This is an optimization exercise on Yosys and OpenROAD, whose aim is small area, a short achievable clock period and few clock cycles, not a production implementation. Only simulation tests tie the RTL to the original design; equivalence was not proved.

==> flow/design.v <==
`timescale 1ns/1ps
package dsp_pkg;
	localparam int a_width = 27;
	localparam int b_width = 18;
	localparam int p_width = 48;
	localparam int lane_width = 12;  
	localparam int lane_count = 4;
	localparam logic [2:0] addr_a = 3'd0;
	localparam logic [2:0] addr_b = 3'd1;
	localparam logic [2:0] addr_c_lo = 3'd2;
	localparam logic [2:0] addr_c_hi = 3'd3;
	localparam logic [2:0] addr_ctrl = 3'd4;
	localparam logic [2:0] addr_p_lo = 3'd5;  
	localparam logic [2:0] addr_p_hi = 3'd6;  
	typedef enum logic [1:0] {
		op_mul_add = 2'b00,
		op_mul_acc = 2'b01,
		op_add = 2'b10,
		op_acc = 2'b11
	} opcode_e;
	typedef enum logic [1:0] {
		mode_27x18 = 2'b00,  
		mode_48 = 2'b01,
		mode_24 = 2'b10,
		mode_12 = 2'b11
	} simd_mode_e;
endpackage
`timescale 1ns/1ps
module dsp_lane_adder #(
	parameter int width = 12
) (
	input logic [width-1:0] w,
	input logic [width-1:0] x,
	input logic [width-1:0] y,
	input logic [1:0] carry_in,
	output logic [width-1:0] sum,
	output logic [1:0] carry_out
);
	logic [width-1:0] cs_sum;
	logic [width-1:0] cs_major;
	logic [width:0] cs_carry;
	logic [width+1:0] total;
	assign cs_sum = w ^ x ^ y;
	assign cs_major = (w & x) | (w & y) | (x & y);
	assign cs_carry = {cs_major, 1'b0};
	assign total = {2'b00, cs_sum} + {1'b0, cs_carry} + {{width{1'b0}}, carry_in};
	assign sum = total[width-1:0];
	assign carry_out = total[width+1:width];
endmodule
`timescale 1ns/1ps
module dsp_partial_mult (
	input logic [dsp_pkg::a_width-1:0] a,
	input logic [dsp_pkg::b_width-1:0] b,
	output logic [dsp_pkg::p_width-1:0] pp_lo,
	output logic [dsp_pkg::p_width-1:0] pp_hi
);
	logic [dsp_pkg::b_width/2-1:0] b_lo;
	logic [dsp_pkg::b_width/2-1:0] b_hi;
	logic [dsp_pkg::a_width+dsp_pkg::b_width/2-1:0] prod_lo;
	logic [dsp_pkg::a_width+dsp_pkg::b_width/2-1:0] prod_hi;
	assign b_lo = b[dsp_pkg::b_width/2-1:0];
	assign b_hi = b[dsp_pkg::b_width-1:dsp_pkg::b_width/2];
	assign prod_lo = a * b_lo;
	assign prod_hi = a * b_hi;
	assign pp_lo = {{(dsp_pkg::p_width - dsp_pkg::a_width - dsp_pkg::b_width/2){1'b0}}, prod_lo};
	assign pp_hi = {{(dsp_pkg::p_width - dsp_pkg::a_width - dsp_pkg::b_width){1'b0}}, prod_hi, {(dsp_pkg::b_width/2){1'b0}}};
endmodule
`timescale 1ns/1ps
module dsp_simd_adder (
	input logic [dsp_pkg::p_width-1:0] w,
	input logic [dsp_pkg::p_width-1:0] x,
	input logic [dsp_pkg::p_width-1:0] y,
	input dsp_pkg::simd_mode_e lane_mode,
	input logic carry_in,
	output logic [dsp_pkg::p_width-1:0] sum,
	output logic cout
);
	logic chain_all;
	logic chain_pairs;
	assign chain_all = (lane_mode == dsp_pkg::mode_27x18) || (lane_mode == dsp_pkg::mode_48);
	assign chain_pairs = (lane_mode == dsp_pkg::mode_24);
	for (genvar i = 0; i < dsp_pkg::lane_count; i++) begin : g_lane
		logic [1:0] lane_cin;
		logic [1:0] lane_cout;
		if (i == 0) begin : g_first
			assign lane_cin = chain_all ? {1'b0, carry_in} : 2'b00;  
		end else begin : g_next
			assign lane_cin = (chain_all || (chain_pairs && (i % 2 == 1))) ?
				g_lane[i-1].lane_cout : 2'b00;
		end
		dsp_lane_adder #(
			.width(dsp_pkg::lane_width)
		) u_lane (
			.w(w[i*dsp_pkg::lane_width +: dsp_pkg::lane_width]),
			.x(x[i*dsp_pkg::lane_width +: dsp_pkg::lane_width]),
			.y(y[i*dsp_pkg::lane_width +: dsp_pkg::lane_width]),
			.carry_in(lane_cin),
			.sum(sum[i*dsp_pkg::lane_width +: dsp_pkg::lane_width]),
			.carry_out(lane_cout)
		);
	end
	assign cout = g_lane[dsp_pkg::lane_count-1].lane_cout[0];
endmodule
`timescale 1ns/1ps
module dsp_op_decode (
	input logic clk,
	input logic reset,
	input logic start,
	input dsp_pkg::opcode_e opcode,
	input dsp_pkg::simd_mode_e mode,
	input logic cin,
	input logic [dsp_pkg::a_width-1:0] a,
	input logic [dsp_pkg::b_width-1:0] b,
	input logic [dsp_pkg::p_width-1:0] c,
	input logic [dsp_pkg::p_width-1:0] p,
	output logic valid,
	output logic [dsp_pkg::p_width-1:0] w,
	output logic [dsp_pkg::p_width-1:0] x,
	output logic [dsp_pkg::p_width-1:0] y,
	output dsp_pkg::simd_mode_e lane_mode,
	output logic carry_in
);
	logic [dsp_pkg::p_width-1:0] pp_lo;
	logic [dsp_pkg::p_width-1:0] pp_hi;
	logic [dsp_pkg::p_width-1:0] w_next;
	logic [dsp_pkg::p_width-1:0] x_next;
	logic [dsp_pkg::p_width-1:0] y_next;
	dsp_pkg::simd_mode_e add_mode;
	dsp_pkg::simd_mode_e mode_next;
	dsp_pkg::opcode_e op_q;
	dsp_partial_mult u_mult (
		.a(a),
		.b(b),
		.pp_lo(pp_lo),
		.pp_hi(pp_hi)
	);
	assign add_mode = (mode == dsp_pkg::mode_27x18) ? dsp_pkg::mode_48 : mode;  
	always_comb begin
		w_next = c;
		x_next = pp_lo;
		y_next = pp_hi;
		mode_next = dsp_pkg::mode_27x18;
		case (opcode)
			dsp_pkg::op_mul_acc: w_next = p;
			dsp_pkg::op_add: begin
				x_next = {{(dsp_pkg::p_width - dsp_pkg::a_width - dsp_pkg::b_width){1'b0}}, a, b};
				y_next = '0;
				mode_next = add_mode;
			end
			dsp_pkg::op_acc: begin
				w_next = p;
				x_next = c;
				y_next = '0;
				mode_next = add_mode;
			end
			default: ;
		endcase
	end
	always_ff @(posedge clk) begin
		if (reset) begin
			valid <= 1'b0;
			w <= '0;
			x <= '0;
			y <= '0;
			lane_mode <= dsp_pkg::mode_27x18;
			carry_in <= 1'b0;
			op_q <= dsp_pkg::op_mul_add;
		end else begin
			valid <= start;
			if (start) begin
				w <= w_next;
				x <= x_next;
				y <= y_next;
				lane_mode <= mode_next;
				carry_in <= cin;
				op_q <= opcode;
			end
		end
	end
endmodule
`timescale 1ns/1ps
module dsp_wb_regs (
	input logic clk,
	input logic reset,
	input logic wb_cyc,
	input logic wb_stb,
	input logic wb_we,
	input logic [2:0] wb_adr,
	input logic [31:0] wb_dat_w,
	input logic busy,
	input logic [dsp_pkg::p_width-1:0] p,
	input logic cout,
	output logic [31:0] wb_dat_r,
	output logic wb_ack,
	output logic start,
	output dsp_pkg::opcode_e opcode,
	output dsp_pkg::simd_mode_e mode,
	output logic cin,
	output logic [dsp_pkg::a_width-1:0] a,
	output logic [dsp_pkg::b_width-1:0] b,
	output logic [dsp_pkg::p_width-1:0] c
);
	logic bus_req;
	logic ctrl_wr;
	logic accept;
	logic [31:0] rd_data;
	assign bus_req = wb_cyc & wb_stb & ~wb_ack;  
	assign ctrl_wr = wb_we & (wb_adr == dsp_pkg::addr_ctrl);
	assign accept = bus_req & ~(ctrl_wr & (busy | start));  
	always_comb begin
		case (wb_adr)
			dsp_pkg::addr_a: rd_data = {{(32 - dsp_pkg::a_width){1'b0}}, a};
			dsp_pkg::addr_b: rd_data = {{(32 - dsp_pkg::b_width){1'b0}}, b};
			dsp_pkg::addr_c_lo: rd_data = c[31:0];
			dsp_pkg::addr_c_hi: rd_data = {{(64 - dsp_pkg::p_width){1'b0}}, c[dsp_pkg::p_width-1:32]};
			dsp_pkg::addr_ctrl: rd_data = {27'b0, cin, mode, opcode};
			dsp_pkg::addr_p_lo: rd_data = p[31:0];
			dsp_pkg::addr_p_hi: rd_data = {busy, 14'b0, cout, p[dsp_pkg::p_width-1:32]};
			default: rd_data = '0;
		endcase
	end
	always_ff @(posedge clk) begin
		if (reset) begin
			wb_ack <= 1'b0;
			start <= 1'b0;
			wb_dat_r <= '0;
			opcode <= dsp_pkg::op_mul_add;
			mode <= dsp_pkg::mode_27x18;
			cin <= 1'b0;
			a <= '0;
			b <= '0;
			c <= '0;
		end else begin
			wb_ack <= accept;
			start <= accept & ctrl_wr;  
			if (accept & ~wb_we)
				wb_dat_r <= rd_data;
			if (accept & wb_we) begin
				case (wb_adr)
					dsp_pkg::addr_a: a <= wb_dat_w[dsp_pkg::a_width-1:0];
					dsp_pkg::addr_b: b <= wb_dat_w[dsp_pkg::b_width-1:0];
					dsp_pkg::addr_c_lo: c[31:0] <= wb_dat_w;
					dsp_pkg::addr_c_hi: c[dsp_pkg::p_width-1:32] <= wb_dat_w[dsp_pkg::p_width-33:0];
					dsp_pkg::addr_ctrl: begin
						opcode <= dsp_pkg::opcode_e'(wb_dat_w[1:0]);
						mode <= dsp_pkg::simd_mode_e'(wb_dat_w[3:2]);
						cin <= wb_dat_w[4];
					end
					default: ;
				endcase
			end
		end
	end
endmodule
`timescale 1ns/1ps
module dsp_result_reg (
	input logic clk,
	input logic reset,
	input logic valid,
	input logic start,
	input logic [dsp_pkg::p_width-1:0] sum,
	input logic cout_in,
	output logic [dsp_pkg::p_width-1:0] p,
	output logic cout,
	output logic done,
	output logic busy
);
	always_ff @(posedge clk) begin
		if (reset) begin
			p <= '0;
			cout <= 1'b0;
			done <= 1'b0;
			busy <= 1'b0;
		end else begin
			done <= valid;
			if (valid) begin
				p <= sum;  
				cout <= cout_in;
			end
			if (start)
				busy <= 1'b1;
			else if (done)
				busy <= 1'b0;
		end
	end
endmodule
`timescale 1ns/1ps
module dsp_slice_top (
	input logic clk,
	input logic reset,
	input logic wb_cyc,
	input logic wb_stb,
	input logic wb_we,
	input logic [2:0] wb_adr,
	input logic [31:0] wb_dat_w,
	output logic [31:0] wb_dat_r,
	output logic wb_ack
);
	logic start;
	dsp_pkg::opcode_e opcode;
	dsp_pkg::simd_mode_e mode;
	logic cin;
	logic [dsp_pkg::a_width-1:0] a;
	logic [dsp_pkg::b_width-1:0] b;
	logic [dsp_pkg::p_width-1:0] c;
	logic valid;
	logic [dsp_pkg::p_width-1:0] w;
	logic [dsp_pkg::p_width-1:0] x;
	logic [dsp_pkg::p_width-1:0] y;
	dsp_pkg::simd_mode_e lane_mode;
	logic carry_in;
	logic [dsp_pkg::p_width-1:0] sum;
	logic sum_cout;
	logic [dsp_pkg::p_width-1:0] p;
	logic cout;
	logic done;
	logic busy;
	dsp_wb_regs u_regs (
		.clk(clk),
		.reset(reset),
		.wb_cyc(wb_cyc),
		.wb_stb(wb_stb),
		.wb_we(wb_we),
		.wb_adr(wb_adr),
		.wb_dat_w(wb_dat_w),
		.busy(busy),
		.p(p),
		.cout(cout),
		.wb_dat_r(wb_dat_r),
		.wb_ack(wb_ack),
		.start(start),
		.opcode(opcode),
		.mode(mode),
		.cin(cin),
		.a(a),
		.b(b),
		.c(c)
	);
	dsp_op_decode u_decode (
		.clk(clk),
		.reset(reset),
		.start(start),
		.opcode(opcode),
		.mode(mode),
		.cin(cin),
		.a(a),
		.b(b),
		.c(c),
		.p(p),
		.valid(valid),
		.w(w),
		.x(x),
		.y(y),
		.lane_mode(lane_mode),
		.carry_in(carry_in)
	);
	dsp_simd_adder u_adder (
		.w(w),
		.x(x),
		.y(y),
		.lane_mode(lane_mode),
		.carry_in(carry_in),
		.sum(sum),
		.cout(sum_cout)
	);
	dsp_result_reg u_result (
		.clk(clk),
		.reset(reset),
		.valid(valid),
		.start(start),
		.sum(sum),
		.cout_in(sum_cout),
		.p(p),
		.cout(cout),
		.done(done),
		.busy(busy)
	);
endmodule
==> flow/run.sh <==
#!/bin/bash
# synth_recipe.tcl (not shown) runs the flow's synth.tcl, then flattens the netlist and writes it again
# the make line also repeats each setting of config.mk as NAME=value (left out here)
make -C /OpenROAD-flow-scripts/flow DESIGN_CONFIG=/design/flow/config.mk WORK_HOME=/design/flow/orfs CLKGATE_MAP_FILE= SYNTH_SCRIPT=/design/flow/synth_recipe.tcl finish
==> flow/config.mk <==
export PLATFORM = sky130hd
export DESIGN_NAME = dsp_slice_top
export DESIGN_NICKNAME = dsp_slice_top
export VERILOG_FILES = /design/flow/design.v
export SDC_FILE = /design/flow/constraint.sdc
export NUM_CORES = 4
export LEC_CHECK = 0
export CAP_MARGIN = 20
export CORE_MARGIN = 2
export CORE_UTILIZATION = 40
export SLEW_MARGIN = 20
==> flow/constraint.sdc <==
create_clock -name core_clock -period 10.0 [get_ports {clk}]
set_input_delay 2.0000 -clock core_clock [delete_from_list [all_inputs] [get_ports {clk}]]
set_output_delay 2.0000 -clock core_clock [all_outputs]
set_load 0.01 [all_outputs]
==> impl_metrics.ini <==
[place]
gp_congestion = 0.932
hpwl_um = 70900
port_buffers = 72
placed_cell_area_um2 = 33000

[sta]
fin_crit_ps = 9500
hold_viol = 0
worst_slew_pin_slew_ps = 1230
maxSlewViolCount = 0
setup_violations = 0
skew_ps = 18.2
max_slew_margin_pct = 18.2
fmax_mhz = 105
finalCritPeriodShare_pct = 95.0

[die]
die_y_um = 283
core_um2 = 77300
start_util_pct = 40.4
fp.dieW_um = 283
die_area_um2 = 80400
io_pins = 73
rows = 102

[clocking]
clock_latency_ps = 540
cts_tree = built
cts.sinks = 319
clockRootBuffer = clkbuf_16
cts_max_path_buffers = 3
ctsHoldBuffers = 0
clkTransAtPathRegs_ps = 60
cts_buffers = 36
htree_num_levels = 2

[grt]
grt_start_max_net_pins = 87
grt_usage_pct = 24.1
overflow = 0
grt_pass1_vias = 25004
antenna_found_initial = 2
grt_pass1_wl_um = 151000

[finish]
drive_gt1_share_pct = 7.19
n_fill_cell = 7674
antenna_cells = 0
syn2layout_area_growth_pct = 10.4
final_nets = 4219
fin_area_um2 = 34500

[power_and_ir_drop]
p_total_mw = 2.78
cellLeakagePower_nw = 14.7
internal-power_mw = 2.13
irDropWorstVdd_v = 0.0000939
p_sw_uw = 652
p_comb_share_pct = 4.7
p_per_area_nw_per_um2 = 80.7
clkPwrFrac_pct = 49.1
power_switching_share_pct = 23.4
p_seq_share_pct = 46.2

[logic_synthesis]
synthMuxAreaShare_pct = 6.91
synth_fa_ha_area_share_pct = 33.5
synth_edf_count = 0
synth_area_um2 = 31200
ys_warn_count = 3
synth_top_area_share_pct = 25.4
synth_simple_gate_area_share_pct = 16.7
ys_ff_latch = 319
synth_nets = 4247
synth_cells = 3609
synth.area.top_cells = fa_1 25%, dfxtp_1 20%, ha_1 8.1%, nand2_1 7.0%, mux2i_1 5.3%
syn_avg_cell_area_um2 = 8.66
async_flop_share_pct = 0
synth_top_cell_by_area = fa_1
synth-xor-area-share_pct = 2.58
synthDistinctLibCells = 77
ys.flop_type = dfxtp_1
synth_compound_area_share_pct = 12.2
synth_top_family_by_area = adder cells
ys_seq_area_share_pct = 20.4

[detailed_routing]
route.detailed.wl_per_inst_um = 20.8
routed_wl_um = 96700
firstDrtPassIters = 6
drt_iter0_markers = 2006
ant_nets = 0
vias = 25217
route.detailed.drc = 0
vias_per_cell = 5.43

[critical_path]
rrSetupSlack_ps = 500
cpPeakStageDelay_ps = 500
r2r_end = u_result.p[47]
cp-startpoint = u_decode.w[0]
cp_slowest_cell = fa_1
startpoint_type = flop
path_buf_inv = 5
crit_required_ps = 10400
rr_worst_depth = 52
cp_top_family = compound AO/OA/AOI/OAI gates
cp.arrival_ps = 9900
r2r_start = u_decode.w[0]
crit_type = reg2reg
crit_top_cell = a21o_1
endpoint_kind = flop
worst-path-max-fanout = 2

[min_path]
min_path_cells = 2
hold_class = reg2reg
min_to = u_regs.b[17]
min_from = u_regs.b[17]

[job]
drv_cap = 0

[outcome]
status = complete, no violations
[cell type report]
class / instances / area [um^2] / share of cell area (%)
clock buffers: 50 / 1050 / 3.06
repair buffers: 176 / 1490 / 4.32
inverters: 406 / 1520 / 4.42
clock inverters: 10 / 133 / 0.384
flip-flops and latches: 319 / 6400 / 18.6
multi-input cells: 2642 / 22600 / 65.5
well taps: 1040 / 1300 / 3.77
[cell usage in the layout, fill, tap and decap left out, types with 7 or more instances in the layout]
cell type | synthesis | routed
a221oi_1 | 7 | 7
a22oi_1 | 42 | 42
nand3_1 | 23 | 23
buf_4 | 0 | 104
a21oi_2 | 1 | 8
a21oi_1 | 207 | 200
o21bai_1 | 11 | 11
inv_1 | 406 | 404
dfxtp_1 | 319 | 309
and3_1 | 12 | 12
clkdlybuf4s50_1 | 0 | 68
and2_1 | 171 | 171
nor2b_1 | 41 | 41
ha_1 | 202 | 196
mux2i_1 | 164 | 164
clkbuf_16 | 0 | 37
nor3_1 | 17 | 16
clkbuf_8 | 0 | 8
nand4_1 | 9 | 9
a21o_1 | 46 | 46
nand2_1 | 580 | 580
o22ai_1 | 7 | 7
mux2_2 | 20 | 20
nand2b_1 | 25 | 24
a211oi_1 | 78 | 77
o211ai_1 | 17 | 17
xor2_1 | 35 | 35
o21a_1 | 15 | 15
fa_1 | 396 | 392
dfxtp_2 | 0 | 8
a31oi_1 | 15 | 12
o21ai_0 | 58 | 53
mux4_2 | 13 | 13
nor2_1 | 261 | 260
o21ai_1 | 21 | 22
xnor2_1 | 57 | 57
[through the flow]
step / std cells / setup TNS, ps / setup slack (ps) / hold WS (ps) / util, %
after floorplan: 3609 / 0 / 438 / 439 / -
after detailed placement: 4569 / -914 / -473 / 449 / 42.7
after global routing: 4643 / -18.9 / -18.9 / 473 / 44.6
final: 4643 / 0 / 500 / 456 / 44.6
after global placement: 4569 / -740 / -414 / 445 / 42.7
after CTS: 4637 / 0 / 10.9 / 457 / 44.4
[cell families (layout without fill, tap and decap cells)]
logic type / Yosys count / count (layout)
AO/OA/AOI/OAI: 586 / 586
XOR/XNOR: 92 / 92
adder cells (fa/ha/maj): 598 / 598
buffers and inverters: 648 / 642
flip-flops: 319 / 319
multiplexers: 197 / 197
AND/OR/NAND/NOR: 1169 / 1169
[state kept, by name, indices dropped and copies added, names as in the netlist]
name                count
u_regs.cin              1
u_regs.opcode           2
u_regs.wb_ack           1
u_regs.b               18
u_decode.w             48
u_decode.lane_mode      2
u_regs.start            1
u_decode.y             36
u_regs.a               27
u_regs.c               48
u_result.cout           1
u_regs.mode             2
u_decode.x             48
u_result.done           1
u_decode.carry_in       1
u_regs.wb_dat_r        32
u_decode.valid          1
u_result.busy           1
u_result.p             48
[worst min-delay path: cells and delay by family, from the launching register on]
kind	cells	cell delay, ps
DFF	1	310
AOI/OAI and AO/OA	1	50
and+or+nand+nor	1	50
[worst max path at each step]
| stage | end | slack, ps | cells past startpoint |
|---|---|---|---|
| after detailed placement | u_result.p[47] | -470 | 52 |
| after global placement | u_result.p[47] | -410 | 52 |
| after global routing | u_result.p[47] | -20 | 52 |
| final | u_result.p[47] | 500 | 52 |
| after CTS | u_result.p[47] | 10 | 52 |
| after floorplan | u_result.p[47] | 440 | 52 |
[cells in the mapped netlist (all sizes together), types with 23 or more instances]
| library cell | count |
|---|---|
| clkbuf | 191 |
| xor2 | 35 |
| o21ai | 80 |
| fa | 396 |
| a21oi | 208 |
| mux2i | 164 |
| ha | 202 |
| buf | 51 |
| nor2b | 41 |
| inv | 406 |
| dfxtp | 319 |
| nand3 | 23 |
| nand2 | 580 |
| xnor2 | 57 |
| nor2 | 261 |
| a211oi | 79 |
| nand2b | 25 |
| a21o | 46 |
| a22oi | 42 |
| and2 | 171 |
[routing by layer]
metal / up-vias / part of all wire, % / GRT usage [%]
met3: 164 / 6.4 / 2.76
met4: 0 / 3.8 / 8.04
met1: 12605 / 45 / 33.7
met5: - / 0 / 0
met2: 826 / 45 / 38.9
li1: 11622 / - / -
[power by group through the flow]
stage          Sequential, mW  Clock [mW]  Combinational, mW
6_report                 1.29        1.37              0.131
5_1_grt                  1.29        1.43              0.138
4_1_cts                  1.29        1.37              0.129
3_5_place_dp             1.31           0              0.128
3_3_place_gp             1.31           0              0.128
2_1_floorplan            1.31           0             0.0694
[repair_timing]
action,CTS,global route
pin swaps,8,32
gates cloned,0,0
setup buffers,8,6
resized for setup,12,28
setup endpoints to repair,4,7
Testbench counts, summed over its fixed seeds: cycles 25,050.

==> re-timing with driven ports <==
In the flow no input, the clock included, has a driving cell. The finished layout below was timed again as built, in two steps.
Step 1 assumes that a clkbuf_16 drives the clock port and a buf_2 every other input.
Step 2 adds t to the input delays and takes it off the output delays; t is the mean of the earliest and latest rising clock arrival at the registers after step 1. Input paths then give back, and output paths get back, about the clock's delay inside the block.
Three values: no drivers, after step 1, after step 2; two values: the first two.
shift t [ns]: 0.597
slack for setup (ns): 0.500 / 0.500 / 0.500
worst setup path at the end: register to register
worst slew at a driven data input, ns: 0.11
pins driven straight from the clock port: 1
After both steps this run still meets setup and hold. The setup slack of this run moves by 0.000 ns with the drivers and by 0.000 ns with both steps.
